This is an optimization exercise on Yosys and OpenROAD, whose aim is small area, a short achievable clock period and few clock cycles, not a production implementation. Where RTL was checked, it was by simulation tests only, not by an equivalence proof against the original. Power figures rest on the tool's default switching activity, not on a simulated workload.

==> flow/design.v <==
package flexka_pkg;
  typedef logic [16-1:0] word_t;
  typedef logic [$clog2(8):0] in_addr_t;
  typedef logic [$clog2(16)-1:0] out_addr_t;
  typedef logic [31:0] cycle_t;
  typedef enum logic [2:0] {
    NONE    = 3'd0,
    SIZE_A  = 3'd1,
    SIZE_B  = 3'd2,
    DATA_A  = 3'd3,
    DATA_B  = 3'd4,
    OUTADDR = 3'd5,
    START   = 3'd6
  } command_e;
  typedef enum logic [1:0] {
    IDLE, CLEAR, MULTIPLY, FLUSH
  } state_e;
endpackage
`timescale 1ns/100ps
module flexka (
  input  logic        clk,
  input  logic        rstn,
  input  logic        cmd_valid,
  input  logic [2:0]  cmd,
  input  logic [15:0] cmd_data,
  output logic [1:0]  flexka_state,
  output logic [15:0] out_data,
  output logic [31:0] elapsed_cycles
);
  localparam logic [2:0] C_SIZE_A = 3'd1, C_SIZE_B = 3'd2, C_DATA_A = 3'd3,
                         C_DATA_B = 3'd4, C_OUTADDR = 3'd5, C_START = 3'd6;
  localparam int AW = 37;
  function automatic logic [63:0] csa32(input logic [31:0] x, y, z);
    csa32 = {((x & y) | (x & z) | (y & z)) << 1, x ^ y ^ z};
  endfunction
  function automatic logic [2*AW-1:0] csaw(input logic [AW-1:0] x, y, z);
    csaw = {((x & y) | (x & z) | (y & z)) << 1, x ^ y ^ z};
  endfunction
  logic [15:0] mem_a [8];
  logic [15:0] mem_b [8];
  logic [2:0]  ptr_a, ptr_b;
  logic [2:0]  na1, nb1;   
  logic start;
  assign start = cmd_valid && cmd == C_START && !flexka_state[0];
  always_ff @(posedge clk) begin
    if (!rstn) begin
      ptr_a <= '0;
      ptr_b <= '0;
    end else if (cmd_valid) begin
      case (cmd)
        C_SIZE_A: ptr_a <= '0;
        C_SIZE_B: ptr_b <= '0;
        C_DATA_A: ptr_a <= ptr_a + 3'd1;
        C_DATA_B: ptr_b <= ptr_b + 3'd1;
        default: ;
      endcase
    end
  end
  always_ff @(posedge clk) begin
    if (cmd_valid && cmd == C_SIZE_A) na1 <= cmd_data[2:0] - 3'd1;
    if (cmd_valid && cmd == C_SIZE_B) nb1 <= cmd_data[2:0] - 3'd1;
    for (int k = 0; k < 8; k++) begin
      if (cmd_valid && cmd == C_DATA_A && ptr_a == 3'(k)) mem_a[k] <= cmd_data;
      if (cmd_valid && cmd == C_DATA_B && ptr_b == 3'(k)) mem_b[k] <= cmd_data;
    end
  end
  logic        act, a_first;
  logic [2:0]  ci, cj, ci0, cj0;
  logic [15:0] opa, opb;
  logic        ce, last;
  logic [2:0]  ni, nj, ni0, nj0;
  assign ce   = (ci == na1) || (cj == 3'd0);
  assign last = ce && (ci0 == na1) && (cj0 == nb1);
  always_comb begin
    ni = '0; nj = '0; ni0 = '0; nj0 = '0;
    if (act && !last) begin
      if (!ce) begin
        ni = ci + 3'd1; nj = cj - 3'd1; ni0 = ci0; nj0 = cj0;
      end else if (cj0 != nb1) begin
        ni = ci0; nj = cj0 + 3'd1; ni0 = ci0; nj0 = cj0 + 3'd1;
      end else begin
        ni = ci0 + 3'd1; nj = cj0; ni0 = ci0 + 3'd1; nj0 = cj0;
      end
    end
  end
  always_ff @(posedge clk) begin
    if (!rstn) act <= 1'b0;
    else if (start) act <= 1'b1;
    else if (last) act <= 1'b0;
    a_first <= start;
    ci  <= ni;
    cj  <= nj;
    ci0 <= ni0;
    cj0 <= nj0;
    opa <= mem_a[ni];
    opb <= mem_b[nj];
  end
  logic [31:0] pp [16];
  logic [31:0] l1 [11];
  logic [31:0] l2 [8];
  logic [31:0] l3 [6];
  logic [31:0] l4 [4];
  always_comb begin
    for (int k = 0; k < 16; k++) pp[k] = opb[k] ? (32'(opa) << k) : 32'd0;
    for (int g = 0; g < 5; g++) {l1[2*g+1], l1[2*g]} = csa32(pp[3*g], pp[3*g+1], pp[3*g+2]);
    l1[10] = pp[15];
    for (int g = 0; g < 3; g++) {l2[2*g+1], l2[2*g]} = csa32(l1[3*g], l1[3*g+1], l1[3*g+2]);
    l2[6] = l1[9];
    l2[7] = l1[10];
    for (int g = 0; g < 2; g++) {l3[2*g+1], l3[2*g]} = csa32(l2[3*g], l2[3*g+1], l2[3*g+2]);
    l3[4] = l2[6];
    l3[5] = l2[7];
    for (int g = 0; g < 2; g++) {l4[2*g+1], l4[2*g]} = csa32(l3[3*g], l3[3*g+1], l3[3*g+2]);
  end
  logic [31:0]   br [4];
  logic          b_v, b_first, b_ce, b_last;
  logic [AW-1:0] acc_s, acc_c;
  always_ff @(posedge clk) begin
    if (!rstn) b_v <= 1'b0;
    else b_v <= act;
    b_first <= a_first;
    b_ce    <= ce;
    b_last  <= last;
    for (int k = 0; k < 4; k++) br[k] <= l4[k];
  end
  logic [AW-1:0] x_s, x_c, t1s, t1c, t2s, t2c, t3s, t3c, t4s, t4c;
  always_comb begin
    x_s = b_first ? '0 : acc_s;
    x_c = b_first ? '0 : acc_c;
    {t1c, t1s} = csaw(AW'(br[0]), AW'(br[1]), AW'(br[2]));
    {t2c, t2s} = csaw(AW'(br[3]), x_s, x_c);
    {t3c, t3s} = csaw(t1s, t1c, t2s);
    {t4c, t4s} = csaw(t2c, t3s, t3c);
  end
  logic        c_v, c_last;
  logic [15:0] e_s, e_c;
  always_ff @(posedge clk) begin
    if (!rstn) c_v <= 1'b0;
    else c_v <= b_v && b_ce;
    c_last <= b_last;
    e_s <= t4s[15:0];
    e_c <= t4c[15:0];
    if (b_v) begin
      if (b_ce) begin
        acc_s <= AW'(t4s[AW-1:16]);
        acc_c <= AW'(t4c[AW-1:16]);
      end else begin
        acc_s <= t4s;
        acc_c <= t4c;
      end
    end
  end
  logic [3:0]  wk;
  logic        cout_r;
  logic [15:0] mem_p [15];
  logic [16:0] wsum;
  assign wsum = 17'(e_s) + 17'(e_c) + 17'(cout_r);
  always_ff @(posedge clk) begin
    if (start) begin
      wk     <= '0;
      cout_r <= 1'b0;
    end else if (c_v) begin
      wk     <= wk + 4'd1;
      cout_r <= wsum[16];
    end
    for (int k = 0; k < 15; k++)
      if (c_v && wk == 4'(k)) mem_p[k] <= wsum[15:0];
  end
  logic       busy;
  logic [6:0] cnt;
  always_ff @(posedge clk) begin
    if (!rstn) begin
      busy <= 1'b0;
      cnt  <= '0;
    end else begin
      if (start) busy <= 1'b1;
      else if (c_v && c_last) busy <= 1'b0;
      if (start) cnt <= '0;
      else if (busy) cnt <= cnt + 7'd1;
    end
  end
  logic [3:0]  ra0, ra1;
  logic [15:0] out_q, top;
  assign top = acc_s[15:0] + acc_c[15:0] + 16'(cout_r);
  always_ff @(posedge clk) begin
    if (!rstn) begin
      ra0 <= '0;
      ra1 <= '0;
    end else begin
      if (cmd_valid && cmd == C_OUTADDR) ra0 <= cmd_data[3:0];
      ra1 <= ra0;
    end
    if (ra1 == wk) out_q <= top;
    else if (ra1 < wk) out_q <= mem_p[ra1];
    else out_q <= '0;
  end
  assign flexka_state   = {1'b0, busy};
  assign out_data       = out_q;
  assign elapsed_cycles = {25'b0, cnt};
endmodule
export LEC_CHECK = 0
export CAP_MARGIN = 20
export CORE_MARGIN = 2
export CORE_UTILIZATION = 40
export CTS_CLUSTER_DIAMETER = 90
export CTS_CLUSTER_SIZE = 24
export SETUP_SLACK_MARGIN = 5
export SLEW_MARGIN = 20
create_clock -name core_clock -period 8.0 [get_ports {clk}]
run.sh (not shown) runs the stock make flow with config.mk's settings and CLKGATE_MAP_FILE= SYNTH_SCRIPT=/design/flow/synth_recipe.tcl, a recipe that flattens the netlist after the stock synthesis.
The first run completed without violations.
Testbench counts at the start, summed over its fixed seeds: cycles 14,268.
Rerun with:
--- a/flow/design.v
+++ b/flow/design.v
@@ -83,16 +83,17 @@
       end
     end
   end
+  logic run_next;
+  assign run_next = start || (act && !last);
   always_ff @(posedge clk) begin
     if (!rstn) act <= 1'b0;
-    else if (start) act <= 1'b1;
-    else if (last) act <= 1'b0;
+    else act <= run_next;
     a_first <= start;
     ci  <= ni;
     cj  <= nj;
     ci0 <= ni0;
     cj0 <= nj0;
-    opa <= mem_a[ni];
+    opa <= run_next ? mem_a[ni] : 16'd0;
     opb <= mem_b[nj];
   end
   logic [31:0] pp [16];
@@ -113,48 +114,40 @@
     for (int g = 0; g < 2; g++) {l4[2*g+1], l4[2*g]} = csa32(l3[3*g], l3[3*g+1], l3[3*g+2]);
   end
   logic [31:0]   br [4];
-  logic          b_v, b_first, b_ce, b_last;
+  logic          b_first, b_ce, b_last, pend;
   logic [AW-1:0] acc_s, acc_c;
   always_ff @(posedge clk) begin
-    if (!rstn) b_v <= 1'b0;
-    else b_v <= act;
+    if (!rstn) begin
+      b_ce   <= 1'b0;
+      b_last <= 1'b0;
+    end else begin
+      b_ce   <= act && ce;
+      b_last <= act && last;
+    end
     b_first <= a_first;
-    b_ce    <= ce;
-    b_last  <= last;
     for (int k = 0; k < 4; k++) br[k] <= l4[k];
   end
   logic [AW-1:0] x_s, x_c, t1s, t1c, t2s, t2c, t3s, t3c, t4s, t4c;
   always_comb begin
-    x_s = b_first ? '0 : acc_s;
-    x_c = b_first ? '0 : acc_c;
+    x_s = b_first ? '0 : pend ? AW'(acc_s[AW-1:16]) : acc_s;
+    x_c = b_first ? '0 : pend ? AW'(acc_c[AW-1:16]) : acc_c;
     {t1c, t1s} = csaw(AW'(br[0]), AW'(br[1]), AW'(br[2]));
     {t2c, t2s} = csaw(AW'(br[3]), x_s, x_c);
     {t3c, t3s} = csaw(t1s, t1c, t2s);
     {t4c, t4s} = csaw(t2c, t3s, t3c);
   end
-  logic        c_v, c_last;
-  logic [15:0] e_s, e_c;
   always_ff @(posedge clk) begin
-    if (!rstn) c_v <= 1'b0;
-    else c_v <= b_v && b_ce;
-    c_last <= b_last;
-    e_s <= t4s[15:0];
-    e_c <= t4c[15:0];
-    if (b_v) begin
-      if (b_ce) begin
-        acc_s <= AW'(t4s[AW-1:16]);
-        acc_c <= AW'(t4c[AW-1:16]);
-      end else begin
-        acc_s <= t4s;
-        acc_c <= t4c;
-      end
-    end
+    acc_s <= t4s;
+    acc_c <= t4c;
+    pend  <= b_ce;
   end
+  logic        c_v;
   logic [3:0]  wk;
   logic        cout_r;
   logic [15:0] mem_p [15];
   logic [16:0] wsum;
-  assign wsum = 17'(e_s) + 17'(e_c) + 17'(cout_r);
+  assign c_v    = pend;
+  assign wsum = 17'(acc_s[15:0]) + 17'(acc_c[15:0]) + 17'(cout_r);
   always_ff @(posedge clk) begin
     if (start) begin
       wk     <= '0;
@@ -174,14 +167,15 @@
       cnt  <= '0;
     end else begin
       if (start) busy <= 1'b1;
-      else if (c_v && c_last) busy <= 1'b0;
+      else if (b_last) busy <= 1'b0;
       if (start) cnt <= '0;
       else if (busy) cnt <= cnt + 7'd1;
     end
   end
   logic [3:0]  ra0, ra1;
-  logic [15:0] out_q, top;
-  assign top = acc_s[15:0] + acc_c[15:0] + 16'(cout_r);
+  logic [15:0] out_q;
+  logic [31:0] top;
+  assign top = acc_s[31:0] + acc_c[31:0] + 32'(cout_r);
   always_ff @(posedge clk) begin
     if (!rstn) begin
       ra0 <= '0;
@@ -190,7 +184,8 @@
       if (cmd_valid && cmd == C_OUTADDR) ra0 <= cmd_data[3:0];
       ra1 <= ra0;
     end
-    if (ra1 == wk) out_q <= top;
+    if (ra1 == wk) out_q <= top[15:0];
+    else if (5'(ra1) == 5'(wk) + 5'd1) out_q <= top[31:16];
     else if (ra1 < wk) out_q <= mem_p[ra1];
     else out_q <= '0;
   end
Effect: Final area goes down by a few percent. Fmax goes up slightly. Sequential power goes down by roughly a tenth. Via count goes down slightly. Clock-buffer cell count goes down by 3. Routed wire length goes down by a few percent. Area after synthesis goes down by a few percent. Die area goes down by a few percent. Non-clock buffer count goes up by 45. Cell count goes down slightly. Total power goes down by about a fifth. Hold slack gets better by 0.0081 ns. Clock skew goes up by 0.0080 ns.
No functional check of the RTL was part of the second run of this note.

* * *

Setup of main:
RTL: the design.v shown in full above, as it stands there.
Settings: LEC_CHECK=0, ABC_CLOCK_PERIOD_IN_PS=2800, CAP_MARGIN=20, CORE_MARGIN=2, CORE_UTILIZATION=40, SETUP_SLACK_MARGIN=5, SLEW_MARGIN=20; clock period 8.0 ns.
main did not stop at any stage, and its layout met the timing, design-rule and antenna checks.
Testbench counts of main, summed over its fixed seeds: cycles 14,268.
Modified inputs, the feature branch compared to main
--- a/flow/design.v
+++ b/flow/design.v
@@ -39,7 +39,7 @@
   logic [15:0] mem_a [8];
   logic [15:0] mem_b [8];
   logic [2:0]  ptr_a, ptr_b;
-  logic [2:0]  na1, nb1;   
+  logic [3:0]  size_a, size_b;
   logic start;
   assign start = cmd_valid && cmd == C_START && !flexka_state[0];
   always_ff @(posedge clk) begin
@@ -57,8 +57,8 @@
     end
   end
   always_ff @(posedge clk) begin
-    if (cmd_valid && cmd == C_SIZE_A) na1 <= cmd_data[2:0] - 3'd1;
-    if (cmd_valid && cmd == C_SIZE_B) nb1 <= cmd_data[2:0] - 3'd1;
+    if (cmd_valid && cmd == C_SIZE_A) size_a <= cmd_data[3:0];
+    if (cmd_valid && cmd == C_SIZE_B) size_b <= cmd_data[3:0];
     for (int k = 0; k < 8; k++) begin
       if (cmd_valid && cmd == C_DATA_A && ptr_a == 3'(k)) mem_a[k] <= cmd_data;
       if (cmd_valid && cmd == C_DATA_B && ptr_b == 3'(k)) mem_b[k] <= cmd_data;
@@ -67,8 +67,11 @@
   logic        act, a_first;
   logic [2:0]  ci, cj, ci0, cj0;
   logic [15:0] opa, opb;
+  logic [2:0]  na1, nb1;
   logic        ce, last;
   logic [2:0]  ni, nj, ni0, nj0;
+  assign na1  = size_a[2:0] - 3'd1;
+  assign nb1  = size_b[2:0] - 3'd1;
   assign ce   = (ci == na1) || (cj == 3'd0);
   assign last = ce && (ci0 == na1) && (cj0 == nb1);
   always_comb begin
## What came out
Between main and the feature branch, wire length increased. Compared with main, the feature branch shows a lower diode insertion count for antenna repair. Via count, the feature branch vs main: up slightly. The feature branch — global-route wire length before repair 3.7 mm higher, main as reference. The clock network fraction of design power number comes out higher for the feature branch vs main. Number of multi-input combinational cells was higher in the feature branch than in main. Taking main as the reference, in the feature branch critical path depth lower; power lower.
Testbench counts of the feature branch, summed over its fixed seeds: cycles 14,268.

* * *

Setup of P:
flexka, a different RTL version from the one above (not shown whole).
For scale: about 880 flip-flops, ~72 I/O pins, ~49000 sq um of cells after synthesis.
make LEC_CHECK=0 CAP_MARGIN=20 CORE_MARGIN=2 CORE_UTILIZATION=40 SETUP_SLACK_MARGIN=5 SLEW_MARGIN=20 finish   # period 8.0 ns
P was carried through to the last stage, and its layout satisfied the timing, design-rule and antenna checks.
[inputs] Q vs P
--- a/flow/design.v
+++ b/flow/design.v
@@ -62,64 +62,54 @@
     for (int k = 0; k < 8; k++) begin
       if (cmd_valid && cmd == C_DATA_A && ptr_a == 3'(k)) mem_a[k] <= cmd_data;
       if (cmd_valid && cmd == C_DATA_B && ptr_b == 3'(k)) mem_b[k] <= cmd_data;
     end
   end
   logic        act, a_first;
   logic [3:0]  ck;
-  logic [2:0]  ci, si;
-  logic [1:0]  cc, sc;
+  logic [2:0]  ci;
+  logic [1:0]  cc;
   logic [15:0] opa;
   logic [31:0] opb;
-  logic [2:0]  na1, nb1, nae1, nae2;
+  logic [2:0]  na1, nb1, nae1;
   logic [1:0]  nbc1;
-  logic [3:0]  klast, k2;
-  logic        ce, last, adv;
-  logic [3:0]  nk;
-  logic [2:0]  ni, nsi;
-  logic [1:0]  nc, nsc;
+  logic [3:0]  klast;
+  logic        ce, last;
+  logic [3:0]  nk, k1;
+  logic [2:0]  ni;
+  logic [1:0]  nc, c0;
   assign na1   = size_a[2:0] - 3'd1;
   assign nb1   = size_b[2:0] - 3'd1;
   assign nae1  = (na1 == 3'd0) ? 3'd1 : na1;
-  assign nae2  = nae1 - 3'd1;
   assign nbc1  = nb1[2:1];
   assign klast = 4'(nae1) + {1'b0, nbc1, 1'b0};
-  assign ce    = (cc == 2'd0) || (ci >= nae2);
+  assign ce    = (cc == 2'd0) || ({1'b0, ci} + 4'd2 > {1'b0, nae1});
   assign last  = ce && (ck == klast);
-  assign adv   = act && !last;
-  assign k2  = ck + 4'd2;
-  assign nsc = (k2[3:1] > {1'b0, nbc1}) ? nbc1 : k2[2:1];
-  assign nsi = 3'(k2 - {1'b0, nsc, 1'b0});
+  assign k1    = ck + 4'd1;
+  assign c0    = (k1[3:1] > {1'b0, nbc1}) ? nbc1 : k1[2:1];
   always_comb begin
     nk = '0; ni = '0; nc = '0;
-    if (adv) begin
+    if (act && !last) begin
       if (!ce) begin
         nk = ck; ni = ci + 3'd2; nc = cc - 2'd1;
       end else begin
-        nk = ck + 4'd1; ni = si; nc = sc;
+        nk = k1; nc = c0; ni = 3'(k1 - {1'b0, c0, 1'b0});
       end
     end
   end
   always_ff @(posedge clk) begin
     if (!rstn) act <= 1'b0;
     else if (start) act <= 1'b1;
     else if (last) act <= 1'b0;
     a_first <= start;
     ck <= nk;
     ci <= ni;
     cc <= nc;
-    if (!adv) begin
-      si <= 3'd1;
-      sc <= 2'd0;
-    end else if (ce) begin
-      si <= nsi;
-      sc <= nsc;
-    end
-    opa <= (na1 == 3'd0 && ni[0]) ? 16'd0 : mem_a[ni];
-    opb <= {(nc == nbc1 && !nb1[0]) ? 16'd0 : mem_b[{nc, 1'b1}], mem_b[{nc, 1'b0}]};
+    opa <= (ni <= na1) ? mem_a[ni] : 16'd0;
+    opb <= {({nc, 1'b1} <= nb1) ? mem_b[{nc, 1'b1}] : 16'd0, mem_b[{nc, 1'b0}]};
   end
   logic [47:0] pp [16];
   logic [47:0] l1 [11];
   logic [47:0] l2 [8];
   logic [47:0] l3 [6];
   logic [47:0] l4 [4];
   always_comb begin
==> results.txt <==
Going from P to Q, detailed-route wire length per cell grows by 0.35%.
Looking only at net switching power, and setting everything else aside, the lower value of Q and P goes to P.
Q ended with more number of signal-net inverters in the final layout than P.
| maximum fanout along the worst path | higher: P |
Delta (Q minus P): utilization rose 0.16 points; total routed wirelength rose 2300 um; leakage power summed over all cells rose 0.82%; power density normalized to cell area rose 26 nW/um^2.
The final layouts of Q and P pass the timing, design-rule and antenna checks.
Global router's overall resource usage in Q vs P: up 0.53 points
Against P as the reference, Q delivers a lower register area share after synthesis.
Hold slack of P is on par with Q.
Internal power summed over all cells: Q higher than P
Net count of the finished layout: Q vs P up 1.8%
Function was not checked in any run of this note: the RTL went through the layout flow alone.

==> what the ideal ports hide <==
In the flow no input, the clock included, has a driving cell. The finished layouts below were timed again as built, in two steps.
Step 1 assumes that a clkbuf_16 drives the clock port and a buf_2 every other input.
Step 2 moves the port delays by t, midway between the first and last clock arrival at a register: inputs arrive t later, outputs are due t later. That takes back most of the time a late clock gives input paths.
a / b / c = no drivers / after step 1 / after step 2; a / b = the first two.
| run | t (ns) | setup slack, ns | worst slew at a driven data input, ns | cell pins on the clock port's net |
|---|---|---|---|---|
| the first run of note 1 | 0.668 | 4.998 / 4.998 / 4.466 | 0.03 | 1 |
| the second run of note 1 | 0.654 | 5.043 / 5.043 / 4.453 | 0.06 | 1 |
| main | 0.714 | 5.013 / 5.000 / 4.332 | 0.03 | 1 |
| the feature branch | 0.718 | 5.012 / 5.031 / 4.332 | 0.03 | 1 |
| P | 0.749 | 4.527 / 4.527 / 4.372 | 0.10 | 1 |
| Q | 0.770 | 4.154 / 4.154 / 4.154 | 0.06 | 1 |
After both steps setup and hold are still met in every run listed. The setup slack of main, which loses most, moves by -0.013 ns with the drivers and by -0.681 ns with both steps.
